This design comes from an exercise in tuning for a short achievable clock period and few clock cycles on the open sky130 flow, not from production work. Function not checked in this run: the RTL went through the layout flow alone.

[flow/design.v]
`default_nettype none
package mips_pkg;
	localparam int word_w      = 32;
	localparam int reg_addr_w  = 5;
	localparam int dmem_addr_w = 7;
	typedef logic [word_w-1:0]     word_t;
	typedef logic [reg_addr_w-1:0] reg_addr_t;
	localparam logic [5:0] op_special = 6'h00;
	localparam logic [5:0] op_j       = 6'h02;
	localparam logic [5:0] op_jal     = 6'h03;
	localparam logic [5:0] op_beq     = 6'h04;
	localparam logic [5:0] op_bne     = 6'h05;
	localparam logic [5:0] op_addi    = 6'h08;
	localparam logic [5:0] op_lw      = 6'h23;
	localparam logic [5:0] op_sw      = 6'h2b;
	localparam logic [5:0] fn_sll = 6'h00;
	localparam logic [5:0] fn_srl = 6'h02;
	localparam logic [5:0] fn_jr  = 6'h08;
	localparam logic [5:0] fn_add = 6'h20;
	localparam logic [5:0] fn_sub = 6'h22;
	localparam logic [5:0] fn_and = 6'h24;
	localparam logic [5:0] fn_or  = 6'h25;
	localparam logic [5:0] fn_slt = 6'h2a;
	typedef enum logic [2:0] {
		alu_add = 3'd0,
		alu_sub = 3'd1,
		alu_and = 3'd2,
		alu_or  = 3'd3,
		alu_slt = 3'd4,
		alu_sll = 3'd5,
		alu_srl = 3'd6
	} alu_op_t;
	typedef enum logic [1:0] {
		pc_seq    = 2'd0,  
		pc_branch = 2'd1,  
		pc_jump   = 2'd2,  
		pc_reg    = 2'd3   
	} pc_src_t;
	localparam word_t reset_pc = 32'h0000_0000;
	localparam reg_addr_t reg_ra = 5'd31;
endpackage
`default_nettype wire
`default_nettype none
import mips_pkg::*;
module instr_decoder (
	input  mips_pkg::word_t     ir,
	output mips_pkg::reg_addr_t rd,         
	output logic                reg_write,  
	output logic                use_imm,    
	output logic                mem_read,
	output logic                mem_write,
	output logic                branch_eq,
	output logic                branch_ne,
	output logic                jump,       
	output logic                link,       
	output logic                jump_reg,   
	output mips_pkg::alu_op_t   alu_op
);
	logic [5:0] opcode;
	logic [5:0] funct;
	logic       special;
	logic       wr;
	mips_pkg::reg_addr_t dst;
	assign opcode  = ir[31:26];
	assign funct   = ir[5:0];
	assign special = (opcode == op_special) && (ir != '0);
	always_comb begin
		wr        = 1'b0;
		use_imm   = 1'b0;
		mem_read  = 1'b0;
		mem_write = 1'b0;
		branch_eq = 1'b0;
		branch_ne = 1'b0;
		jump      = 1'b0;
		link      = 1'b0;
		jump_reg  = 1'b0;
		alu_op    = alu_add;
		dst       = ir[15:11];
		case (opcode)
			op_special: begin
				if (special) begin
					wr = 1'b1;
					case (funct)
						fn_sll: alu_op = alu_sll;
						fn_srl: alu_op = alu_srl;
						fn_add: alu_op = alu_add;
						fn_sub: alu_op = alu_sub;
						fn_and: alu_op = alu_and;
						fn_or:  alu_op = alu_or;
						fn_slt: alu_op = alu_slt;
						fn_jr: begin
							wr       = 1'b0;
							jump_reg = 1'b1;
						end
						default: wr = 1'b0;
					endcase
				end
			end
			op_addi: begin
				wr      = 1'b1;
				use_imm = 1'b1;
				dst     = ir[20:16];
			end
			op_lw: begin
				wr       = 1'b1;
				mem_read = 1'b1;
				dst      = ir[20:16];
			end
			op_sw:  mem_write = 1'b1;
			op_beq: branch_eq = 1'b1;
			op_bne: branch_ne = 1'b1;
			op_j:   jump = 1'b1;
			op_jal: begin
				jump = 1'b1;
				link = 1'b1;
				wr   = 1'b1;
				dst  = reg_ra;
			end
			default: ;
		endcase
	end
	assign reg_write = wr && (dst != '0);
	assign rd        = reg_write ? dst : '0;
endmodule
`default_nettype wire
`default_nettype none
import mips_pkg::*;
module register_file (
	input  logic                clk,
	input  logic                rst_n,
	input  mips_pkg::reg_addr_t rs_addr,
	input  mips_pkg::reg_addr_t rt_addr,
	input  mips_pkg::reg_addr_t wr_addr,
	input  logic                wr_en,
	input  mips_pkg::word_t     wr_data,
	output mips_pkg::word_t     rs_data,
	output mips_pkg::word_t     rt_data
);
	mips_pkg::word_t regs [0:31];  
	always_ff @(posedge clk or negedge rst_n) begin
		if (!rst_n) begin
			for (int i = 1; i < 32; i++) begin
				regs[i] <= '0;
			end
		end else if (wr_en && wr_addr != '0) begin
			regs[wr_addr] <= wr_data;
		end
	end
	always_comb begin
		rs_data = '0;
		rt_data = '0;
		if (rs_addr != '0) begin
			rs_data = regs[rs_addr];
		end
		if (rt_addr != '0) begin
			rt_data = regs[rt_addr];
		end
	end
endmodule
`default_nettype wire
`default_nettype none
import mips_pkg::*;
module alu (
	input  mips_pkg::word_t   op_a,
	input  mips_pkg::word_t   op_b,
	input  logic [4:0]        shamt,
	input  mips_pkg::alu_op_t alu_op,
	output mips_pkg::word_t   result
);
	mips_pkg::word_t sum;
	mips_pkg::word_t diff;
	logic  lt;
	assign sum  = op_a + op_b;
	assign diff = op_a - op_b;
	assign lt   = $signed(op_a) < $signed(op_b);
	always_comb begin
		case (alu_op)
			alu_add: result = sum;
			alu_sub: result = diff;
			alu_and: result = op_a & op_b;
			alu_or:  result = op_a | op_b;
			alu_slt: result = {{(word_w-1){1'b0}}, lt};
			alu_sll: result = op_b << shamt;
			alu_srl: result = op_b >> shamt;  
			default: result = '0;
		endcase
	end
endmodule
`default_nettype wire
`default_nettype none
import mips_pkg::*;
module pc_unit (
	input  logic              clk,
	input  logic              rst_n,
	input  logic              redirect,
	input  mips_pkg::word_t   redirect_pc,
	input  logic              jump,         
	input  logic [25:0]       jump_target,
	input  logic              jump_reg,     
	input  mips_pkg::word_t   ra_pred,
	input  logic              pred_taken,   
	input  mips_pkg::word_t   branch_target,
	output mips_pkg::word_t   pc,
	output mips_pkg::word_t   pc_plus4
);
	mips_pkg::word_t pc_next;
	assign pc_plus4 = pc + 32'd4;
	always_comb begin
		if (redirect)        pc_next = redirect_pc;
		else if (jump)       pc_next = {pc[31:28], jump_target, 2'b00};
		else if (jump_reg)   pc_next = ra_pred;
		else if (pred_taken) pc_next = branch_target;
		else                 pc_next = pc_plus4;
	end
	always_ff @(posedge clk or negedge rst_n) begin
		if (!rst_n) begin
			pc <= reset_pc;
		end else begin
			pc <= pc_next;
		end
	end
endmodule
`default_nettype wire
`default_nettype none
import mips_pkg::*;
module single_cycle_mips (
	input  logic                                clk,
	input  logic                                rst_n,
	output mips_pkg::word_t                     ir_addr,
	input  mips_pkg::word_t                     ir,
	input  mips_pkg::word_t                     read_data_mem,
	output logic                                cen,
	output logic                                wen,
	output logic                                oen,
	output logic [mips_pkg::dmem_addr_w-1:0]    a,
	output mips_pkg::word_t                     data_to_mem
);
	mips_pkg::reg_addr_t f_rd;
	logic       f_wr;
	logic       f_use_imm;
	logic       f_load;
	logic       f_store;
	logic       f_beq;
	logic       f_bne;
	logic       f_jump;
	logic       f_link;
	logic       f_jr;
	mips_pkg::alu_op_t f_alu_op;
	mips_pkg::reg_addr_t rs_addr;
	mips_pkg::reg_addr_t rt_addr;
	mips_pkg::word_t rf_rs;
	mips_pkg::word_t rf_rt;
	mips_pkg::word_t rs_v;
	mips_pkg::word_t rt_v;
	mips_pkg::word_t imm_ext;
	mips_pkg::word_t pc;
	mips_pkg::word_t pc_plus4;
	mips_pkg::word_t br_target;
	mips_pkg::word_t ra_pred;
	logic       f_pred;
	logic       f_skip0;
	logic [8:0] f_addr;
	mips_pkg::reg_addr_t x_rd;
	mips_pkg::alu_op_t   x_op;
	mips_pkg::word_t     x_a;
	mips_pkg::word_t     x_b;
	logic [4:0]          x_shamt;
	logic                x_load;
	logic                x_beq;
	logic                x_bne;
	logic                x_jr;
	logic                x_pred;
	mips_pkg::word_t     x_alt;
	logic [mips_pkg::dmem_addr_w-1:0] x_addr;
	mips_pkg::word_t     x_wdata;
	logic                x_cen;
	logic                x_wen;
	logic                x_oen;
	mips_pkg::word_t alu_res;
	mips_pkg::word_t wb_val;
	logic            eq;
	logic            taken;
	logic            mispredict;
	mips_pkg::word_t redirect_pc;
	instr_decoder u_decoder (
		.ir        (ir),
		.rd        (f_rd),
		.reg_write (f_wr),
		.use_imm   (f_use_imm),
		.mem_read  (f_load),
		.mem_write (f_store),
		.branch_eq (f_beq),
		.branch_ne (f_bne),
		.jump      (f_jump),
		.link      (f_link),
		.jump_reg  (f_jr),
		.alu_op    (f_alu_op)
	);
	assign rs_addr = ir[25:21];
	assign rt_addr = ir[20:16];
	assign imm_ext = {{16{ir[15]}}, ir[15:0]};
	register_file u_regs (
		.clk     (clk),
		.rst_n   (rst_n),
		.rs_addr (rs_addr),
		.rt_addr (rt_addr),
		.wr_addr (x_rd),
		.wr_en   (x_rd != '0),
		.wr_data (wb_val),
		.rs_data (rf_rs),
		.rt_data (rf_rt)
	);
	assign rs_v = (x_rd != '0 && x_rd == rs_addr) ? wb_val : rf_rs;
	assign rt_v = (x_rd != '0 && x_rd == rt_addr) ? wb_val : rf_rt;
	assign br_target = pc_plus4 + {imm_ext[word_w-3:0], 2'b00};
	assign f_pred    = (f_beq || f_bne) && ir[15];
	assign f_skip0   = (ir[15:0] == '0);  
	assign f_addr    = rs_v[8:0] + ir[8:0];
	pc_unit u_pc (
		.clk           (clk),
		.rst_n         (rst_n),
		.redirect      (mispredict),
		.redirect_pc   (redirect_pc),
		.jump          (f_jump),
		.jump_target   (ir[25:0]),
		.jump_reg      (f_jr),
		.ra_pred       (ra_pred),
		.pred_taken    (f_pred),
		.branch_target (br_target),
		.pc            (pc),
		.pc_plus4      (pc_plus4)
	);
	assign ir_addr = pc;
	always_ff @(posedge clk or negedge rst_n) begin
		if (!rst_n) begin
			ra_pred <= '0;
		end else if (f_link && !mispredict) begin
			ra_pred <= pc_plus4;
		end
	end
	always_ff @(posedge clk or negedge rst_n) begin
		if (!rst_n) begin
			x_rd    <= '0;
			x_op    <= alu_add;
			x_a     <= '0;
			x_b     <= '0;
			x_shamt <= '0;
			x_load  <= 1'b0;
			x_beq   <= 1'b0;
			x_bne   <= 1'b0;
			x_jr    <= 1'b0;
			x_pred  <= 1'b0;
			x_alt   <= '0;
			x_cen   <= 1'b1;
			x_wen   <= 1'b1;
			x_oen   <= 1'b1;
		end else begin
			x_rd    <= mispredict ? '0 : f_rd;
			x_op    <= f_alu_op;
			x_a     <= f_link ? pc_plus4 : rs_v;
			x_b     <= f_use_imm ? imm_ext : (f_link ? '0 : rt_v);
			x_shamt <= ir[10:6];
			x_load  <= f_load && !mispredict;
			x_beq   <= f_beq && !f_skip0 && !mispredict;
			x_bne   <= f_bne && !f_skip0 && !mispredict;
			x_jr    <= f_jr && !mispredict;
			x_pred  <= f_pred;
			x_alt   <= f_pred ? pc_plus4 : br_target;
			x_cen   <= mispredict || !(f_load || f_store);
			x_wen   <= mispredict || !f_store;
			x_oen   <= mispredict || !f_load;
		end
	end
	always_ff @(posedge clk or negedge rst_n) begin
		if (!rst_n) begin
			x_addr <= '0;
		end else if (f_load || f_store) begin
			x_addr <= f_addr[8:2];
		end
	end
	always_ff @(posedge clk or negedge rst_n) begin
		if (!rst_n) begin
			x_wdata <= '0;
		end else if (f_store) begin
			x_wdata <= rt_v;
		end
	end
	alu u_alu (
		.op_a   (x_a),
		.op_b   (x_b),
		.shamt  (x_shamt),
		.alu_op (x_op),
		.result (alu_res)
	);
	assign wb_val = x_load ? read_data_mem : alu_res;
	assign eq          = (x_a == x_b);
	assign taken       = (x_beq && eq) || (x_bne && !eq);
	assign mispredict  = ((x_beq || x_bne) && (taken != x_pred)) || (x_jr && (x_a != pc));
	assign redirect_pc = x_jr ? x_a : x_alt;
	assign a           = x_addr;
	assign data_to_mem = x_wdata;
	assign cen         = !rst_n || x_cen;
	assign wen         = !rst_n || x_wen;
	assign oen         = !rst_n || x_oen;
endmodule
`default_nettype wire
[flow/run.sh]
#!/bin/bash
# synth_recipe.tcl (not shown) runs the flow's synth.tcl, then flattens the netlist and writes it again
# the make line also repeats each setting of config.mk as NAME=value (left out here)
make -C /OpenROAD-flow-scripts/flow DESIGN_CONFIG=/design/flow/config.mk WORK_HOME=/design/flow/orfs CLKGATE_MAP_FILE= SYNTH_SCRIPT=/design/flow/synth_recipe.tcl finish
[flow/constraint.sdc]
create_clock -name core_clock -period 8.0 [get_ports {clk}]
set_input_delay 1.6000 -clock core_clock [delete_from_list [all_inputs] [get_ports {clk}]]
set_output_delay 1.6000 -clock core_clock [all_outputs]
set_load 0.01 [all_outputs]
[flow/config.mk]
export PLATFORM = sky130hd
export DESIGN_NAME = single_cycle_mips
export DESIGN_NICKNAME = single_cycle_mips
export VERILOG_FILES = /design/flow/design.v
export SDC_FILE = /design/flow/constraint.sdc
export NUM_CORES = 8
export LEC_CHECK = 0
export ABC_CLOCK_PERIOD_IN_PS = 3000
export CAP_MARGIN = 20
export CORE_MARGIN = 2
export CORE_UTILIZATION = 40
export SETUP_SLACK_MARGIN = 5
export SLEW_MARGIN = 20
==> run summary <==
[layer usage]
metal | vias up | wire length (um)
li1 | 30300 | -
met3 | 2531 | 73000
met2 | 7215 | 191000
met5 | - | 439
met4 | 24 | 52000
met1 | 39300 | 165000
[power by group through the flow]
stage / combinational, W / sequential (W) / clock [W]
finish: 0.0190 / 0.00809 / 0.00715
global route: 0.0193 / 0.00805 / 0.00738
CTS: 0.0159 / 0.00795 / 0.00712
detailed placement: 0.00773 / 0.00818 / 0
global placement: 0.00772 / 0.00820 / 0
floorplan: 0.00475 / 0.00760 / 0
[Yosys cell counts (49+ instances only)]
cell	instances
clkbuf_1	528
a221o_1	80
a221oi_1	173
a22oi_1	523
buf_2	66
inv_1	151
mux2i_1	80
nand2_1	1546
ha_1	133
a211oi_1	51
buf_1	52
nand3_1	158
xnor2_1	92
nor3_1	109
o21ai_0	933
mux2_2	131
a21oi_1	284
a22o_1	232
nand4_1	98
nor2_1	324
dfrtp_1	1209
o21ai_1	56
nor2b_1	49
[per-stage QoR]
stage,hold slack (ps),utilization
2_1_floorplan,443,-
3_5_place_dp,474,0.436
4_1_cts,489,0.563
6_report,494,0.595
3_3_place_gp,463,0.436
5_1_grt,514,0.595
[logic make-up (layout without fill, tap and decap cells)]
kind of cell / after synthesis / after routing
multiplexers: 262 / 262
other: 0 / 11
XOR/XNOR: 120 / 120
AND/OR/NAND/NOR: 2502 / 2516
adder cells (fa/ha/maj): 136 / 136
buffers and inverters: 847 / 1836
AO/OA/AOI/OAI: 2658 / 2666
flip-flops: 1212 / 1212
[worst max-delay path by stage]
stage	from	end	slack [ps]	cells after the start
6_report	ir[22]	x_addr[6]	3570	18
5_1_grt	ir[23]	x_addr[6]	3510	19
4_1_cts	ir[23]	x_addr[6]	3710	19
3_5_place_dp	ir[25]	x_addr[5]	1220	16
3_3_place_gp	ir[22]	x_addr[5]	1190	17
2_1_floorplan	ir[23]	x_addr[2]	3440	17
[layout make-up]
| type | instances | area (sq um) | area share |
|---|---|---|---|
| antenna | 11 | 27.5 | 0.000272 |
| clock buffer | 202 | 4140 | 0.0410 |
| clock inverter | 59 | 893 | 0.00884 |
| inverter | 160 | 669 | 0.00662 |
| multi-input combinational | 5700 | 44600 | 0.441 |
| sequential | 1212 | 30500 | 0.302 |
| tap | 2218 | 2780 | 0.0275 |
| timing repair buffer | 1415 | 17500 | 0.173 |
[what timing repair did]
action | in CTS | in global routing
gates resized for setup | 2458 | 1194
cloned | 124 | 14
endpoints found under the setup margin | 1553 | 1620
pin swaps | 665 | 663
setup buffers | 732 | 146
endpoints found under the hold margin | 0 | 0
hold buffers | 0 | 0
[layout by cell type (no fill, tap or decap), types with 159 or more instances in the layout]
cell type / count
a22oi_1: 495
clkbuf_16: 159
buf_6: 295
buf_12: 225
o21ai_2: 659
o21ai_0: 180
nand2_1: 1308
buf_4: 643
nor2_1: 226
a22o_1: 229
a21oi_1: 164
dfrtp_1: 1098
[worst min-delay path: stages (launching register included)]
cell and delay (ps):
dfrtp_1 350, nand2_1 60, o21ai_2 50
==> impl_metrics.tcl <==
set metrics [dict create \
    outcome "complete, but fails checks" \
    violations "max-capacitance violations, max-slew violations" \
    final.period_utilization 0.554 \
    cts_buffers 141 \
    grtUsageTotal 0.531 \
    setup_viol 0 \
    rsz0062_at_grt "yes" \
    max_clock_freq_mhz 225 \
    r2r_end "ra_pred[20]" \
    grt_overflow 0 \
    gp_congestion 1.00 \
    hold_class "reg -> reg" \
    postSynth.asyncResetShare 1.00 \
    critPathKind "in -> reg" \
    largest-register "u_regs.regs" \
    hold_viol 0 \
    drive_above_1_share 0.416 \
    cts_buffer_depth 3 \
    die_w_um 418 \
    whs_endpoint "x_wdata[31]" \
    clock_power_share 0.209 \
    intPower_w 0.0198 \
    clock-root-buffer "clkbuf_16" \
    path_cells "buf_16 -> or2_4 -> nor2_4 -> buf_4 -> a22oi_1 -> nand4_1 -> or4_4 -> a21oi_2 -> a21oi_2 -> ha_1 -> and3_4 -> a22oi_2 -> buf_4 -> o211ai_4 -> nand2_2 -> o2111ai_2 -> xor3_1 -> o21ai_1" \
    via_count 79400 \
    synth_top_area_frac 0.441 \
    power_w 0.0342 \
    drt_first_iter_violations 12800 \
    via_per_inst 7.23 \
    crit_path_top_delay_cell "buf_4" \
    syn_inst 7737 \
    final_antenna_net_count 0 \
    placedInstanceArea_sq_mm 0.0741 \
    syn-mean-instance-area_sq_um 8.86 \
    maxCapViolCount 7 \
    synth_top_area_cell "dfrtp_1" \
    clock_sinks 1212 \
    clk_latency_ps 830 \
    met3_usage 0.237 \
    coreArea_sq_mm 0.170 \
    path_buf_inv 3 \
    synth_edf_count 0 \
    post-place-ws_ps 1220 \
    grt_pass1_wl_mm 637 \
    grt_pass1_vias 74000 \
    start_util 0.403 \
    grt_antenna_before_repair 19 \
    synth_nets 7939 \
    ctsHtreeMaxLevel 4 \
    netSwitchingFraction 0.422 \
    finClkSkew_ps 55.2 \
    drt-pass1-iter-count 9 \
    worst_slew_pin_slew_ps 1620 \
    wl_mm 481 \
    ios 140 \
    syn_to_final_growth_pct 47.5 \
    synth_flop_cell "dfrtp_1" \
    syn-cell-area_sq_mm 0.0685 \
    path_delay_family "simple AND/OR/NAND/NOR gates" \
    slew_headroom -0.0886 \
    clkTransAtPathRegs_ps 60 \
    synth.yosys.seq_area_share 0.443 \
    yosysUniqueCellTypes 117 \
    dp.cells 9688 \
    synth_top_family_by_area "compound AO/OA/AOI/OAI gates" \
    p_leak_nw 44.2 \
    layout.nets 8832 \
    ys_ff_latch 1212 \
    gr-usage-met2 0.736 \
    ys_warn_count 6 \
    place.detailed.hpwl_mm 279 \
    synthTopCellsByArea "dfrtp_1 44%, nand2_1 8.5%, o21ai_0 6.8%" \
    synth_compound_area_frac 0.259 \
    irDropWorstVdd_v 0.000369 \
    hold_path_startpoint "x_wdata[31]" \
    yosys.area_share.simple 0.158 \
    slowest_delay_ps 500 \
    final.setup.tns_ps 0 \
    drv_slew 26 \
    n_fill_cell 14100 \
    io_buffers 139 \
    power_frac_comb 0.555 \
    timing.final.ws_setup_ps 3570 \
    cp-end-kind "flop" \
    fin_cells 11000 \
    timing.rr.start "x_a[0]" \
    routedWlPerCell_um 43.8 \
    arrival_ps 5090 \
    cts_tree "built" \
    largest_reg_flops 992 \
    drc 0 \
    die_area_sq_mm 0.175 \
    critPathMaxFanout 14 \
    synth_adder_area_share 0.0252 \
    grtUsageMet1 0.630 \
    crit_required_ps 8650 \
    std_cell_rows 151 \
    hold_depth 2 \
    die_y_um 418 \
    period_minus_slack_ps 4430 \
    p_per_area_mw_per_mm2 339 \
    stdcell_area_sq_mm 0.101 \
    top_usage_layer "met2" \
    switching_power_w 0.0145 \
    start_kind "primary input" \
    ff2ff_setup_slack_ps 3650 \
    p_seq_frac 0.236 \
    r2r_cells 22 \
    synth_xor_area_frac 0.0157 \
    grt_max_degree 162 \
    muxShareOfSynthArea 0.0489 \
]

-- what the ideal ports hide --
Ports are ideal in the flow. The routed layout listed here was re-timed in OpenROAD.
Step 1 (the two cells are an assumption about what drives the block):
set clk [get_ports {clk}]
set_driving_cell -lib_cell sky130_fd_sc_hd__clkbuf_16 $clk
set_driving_cell -lib_cell sky130_fd_sc_hd__buf_2 [delete_from_list [all_inputs] $clk]
Step 2, shift: input delay + t, output delay - t, t = (earliest + latest rising clock arrival at the registers) / 2. This alone moves slack from input paths to output paths.
a / b / c = no drivers / after step 1 / after step 2; a / b = the first two.
t (ns): 0.891
setup WS [ns]: 3.565 / 3.495 / 2.605
pins driven straight from the clock port: 1
The setup slack of this run moves by -0.070 ns with the drivers and by -0.960 ns with both steps.
